Context: an optimization exercise on an open-source flow, tuned for small area, a short achievable clock period and few clock cycles per item. The choices shown serve that exercise and are no tape-out recipe.
Only simulation tests tie the RTL to the original design; equivalence was not proved.

== maple ==
## permutation_unrank_queen_check_core
module permutation_unrank_queen_check_core (
  input  logic        clk,
  input  logic        rst,
  input  logic        cfg_wr_en,
  input  logic [3:0]  cfg_wr_data,
  input  logic        rank_in_valid,
  output logic        rank_in_ready,
  input  logic [15:0] rank_in_perm_rank,
  output logic        result_out_valid,
  input  logic        result_out_ready,
  output logic [23:0] result_out_placement,
  output logic        result_out_is_solution,
  output logic        result_out_rank_out_of_range
);
  logic [7:0]  sel;           
  logic [7:0]  rowv;          
  logic [2:0]  vld;
  logic        en;
  always_ff @(posedge clk) begin
    if (rst) sel <= 8'h80;
    else if (cfg_wr_en) begin
      if (cfg_wr_data[3] || cfg_wr_data[2:0] == 3'd0)
        sel <= cfg_wr_data[3] ? 8'h80 : 8'h01;
      else
        sel <= 8'h01 << (cfg_wr_data[2:0] - 3'd1);
    end
  end
  always_comb begin
    for (int j = 0; j < 8; j++) begin
      rowv[j] = 1'b0;
      for (int i = j; i < 8; i++) rowv[j] = rowv[j] | sel[i];
    end
  end
  assign en            = !vld[2] || result_out_ready;
  assign rank_in_ready = result_out_ready;
  always_ff @(posedge clk) begin
    if (rst) vld <= 3'd0;
    else if (en) vld <= {vld[1:0], rank_in_valid && result_out_ready};
  end
  logic [2:0]  s_q;
  logic        y0_q;          
  logic [5:0]  a15_q;
  logic [6:0]  a9_q;
  logic [2:0]  d7_q;          
  logic        oor0_q;
  always_ff @(posedge clk) begin
    if (en) begin
      logic [15:0] r;
      logic [12:0] y;
      r = rank_in_perm_rank;
      y = r[15:3];
      s_q    <= r[2:0];
      y0_q   <= y[0];
      a15_q  <= 6'(y[3:0]) + 6'(y[7:4]) + 6'(y[11:8]) + 6'(y[12]);
      a9_q   <= 7'(y[5:0]) + 7'(y[11:6]) + 7'(y[12]);
  ...
For scale: ~1300 cells after synthesis, about 79 flip-flops, about 53 I/O pins, about 7700 µm² of cells after synthesis.
Settings: LEC_CHECK=0, ABC_AREA=1, CAP_MARGIN=20, CORE_MARGIN=2, CORE_UTILIZATION=40, CTS_BUF_LIST=sky130_fd_sc_hd__clkbuf_8, SLEW_MARGIN=20; clock period 10.0 ns.
standard.sh (not shown) runs the stock make flow with config.mk's settings and CLKGATE_MAP_FILE= SYNTH_SCRIPT=/design/flow/synth_recipe.tcl, a recipe that flattens the netlist after the stock synthesis.
==> flow/flow/run.sh <==
#!/bin/bash
cd "$(dirname "$0")/.."
export ADDER_MAP_FILE=
export BUFFER_PORTS_ARGS="-buffer_cell sky130_fd_sc_hd__buf_1"
bash standard.sh SETUP_SLACK_MARGIN=5.75 finish > standard.log 2>&1
Testbench counts of maple, summed over its fixed seeds: cycles 32,024, items 32,000.
Setup changes, maple to zinc
--- a/flow/design.v
+++ b/flow/design.v
@@ -152,30 +152,30 @@
     dg[6] = dig_q[13:11];
     dg[7] = dig_q[16:14];
     for (int b = 0; b < 8; b++) begin
       logic [2:0] cb;
       cb = 3'd0;
       for (int k = 0; k < 8 - b; k++)
         if (sel[k+b]) cb = cb | dg[k];
       for (int t = 0; t < 8; t++)
-        tb[b][t] = (t <= 7 - b) && (cb >= 3'(t));
+        tb[b][t] = rowv[b] && !oor1_q && (t <= 7 - b) && (cb >= 3'(t));
     end
     for (int b = 7; b >= 1; b--) begin
       for (int a = b - 1; a >= 0; a--) begin
         logic [7:0] nt;
         nt = tb[b];
         for (int t = 1; t < 8; t++)
           nt[t] = tb[b][t] | (tb[b][t-1] & !tb[a][t]);
         tb[b] = nt;
       end
     end
     for (int b = 0; b < 8; b++)
       for (int v = 0; v < 8; v++)
-        oh[b][v] = rowv[b] && tb[b][v] && (v == 7 || !tb[b][v+1]);
+        oh[b][v] = tb[b][v] && (v == 7 || !tb[b][v+1]);
     for (int m = 0; m < 15; m++) begin
       logic [7:0] xa, xd;
       xa = '0;
       xd = '0;
       for (int b = 0; b < 8; b++) begin
         if (m - b >= 0 && m - b < 8) xa[b] = oh[b][m-b];
         if (m - 7 + b >= 0 && m - 7 + b < 8) xd[b] = oh[b][m-7+b];
       end
@@ -184,17 +184,17 @@
     end
     place = '0;
     for (int b = 0; b < 8; b++) begin
       logic [2:0] pb;
       pb[2] = tb[b][4];
       pb[1] = (tb[b][2] && !tb[b][4]) || tb[b][6];
       pb[0] = (tb[b][1] && !tb[b][2]) || (tb[b][3] && !tb[b][4]) ||
               (tb[b][5] && !tb[b][6]) || tb[b][7];
-      if (rowv[b] && !oor1_q) place[3*b +: 3] = pb;
+      place[3*b +: 3] = pb;
     end
   end
   logic [23:0] out_place;
   logic [1:0]  out_ca;        
   logic [1:0]  out_cd;        
   logic        out_oor;
   always_ff @(posedge clk) begin
     if (en) begin
Looking at maple and zinc, the worst hold slack is a wash.
The final reports for zinc and maple show clock skew lower in the former.
Utilization of zinc is on par with maple.
Final wirelength for zinc: about 3.7% up relative to maple
Testbench counts of zinc, summed over its fixed seeds: cycles 32,024, items 32,000.

port drivers added, routing unchanged:
The results above use ideal ports. As a check the final layouts listed here were re-extracted and re-timed, cells and wires unchanged.
Step 1: set_driving_cell puts a clkbuf_16 on clk and a buf_2 on each other input, an assumption about the parent block.
Step 2 times the ports against the registers' clock, not the clock port: input delays grow and output delays shrink by t, the midpoint of the rising clock arrivals with the driver on.
Slacks: ideal ports / drivers / drivers and shift; pairs: ideal ports / drivers.
| run | shift t [ns] | setup slack, ns | worst hold slack (ns) | latest minus earliest clock arrival (ns) |
|---|---|---|---|---|
| maple | 0.422 | 5.769 / 5.751 / 5.711 | 0.425 / 0.425 / 0.425 | 0.018 / 0.018 |
| zinc | 0.412 | 5.764 / 5.743 / 5.624 | 0.424 / 0.424 / 0.424 | 0.010 / 0.010 |
After both steps setup and hold are still met in every run listed. The setup slack of zinc, which loses most, moves by -0.021 ns with the drivers and by -0.140 ns with both steps.
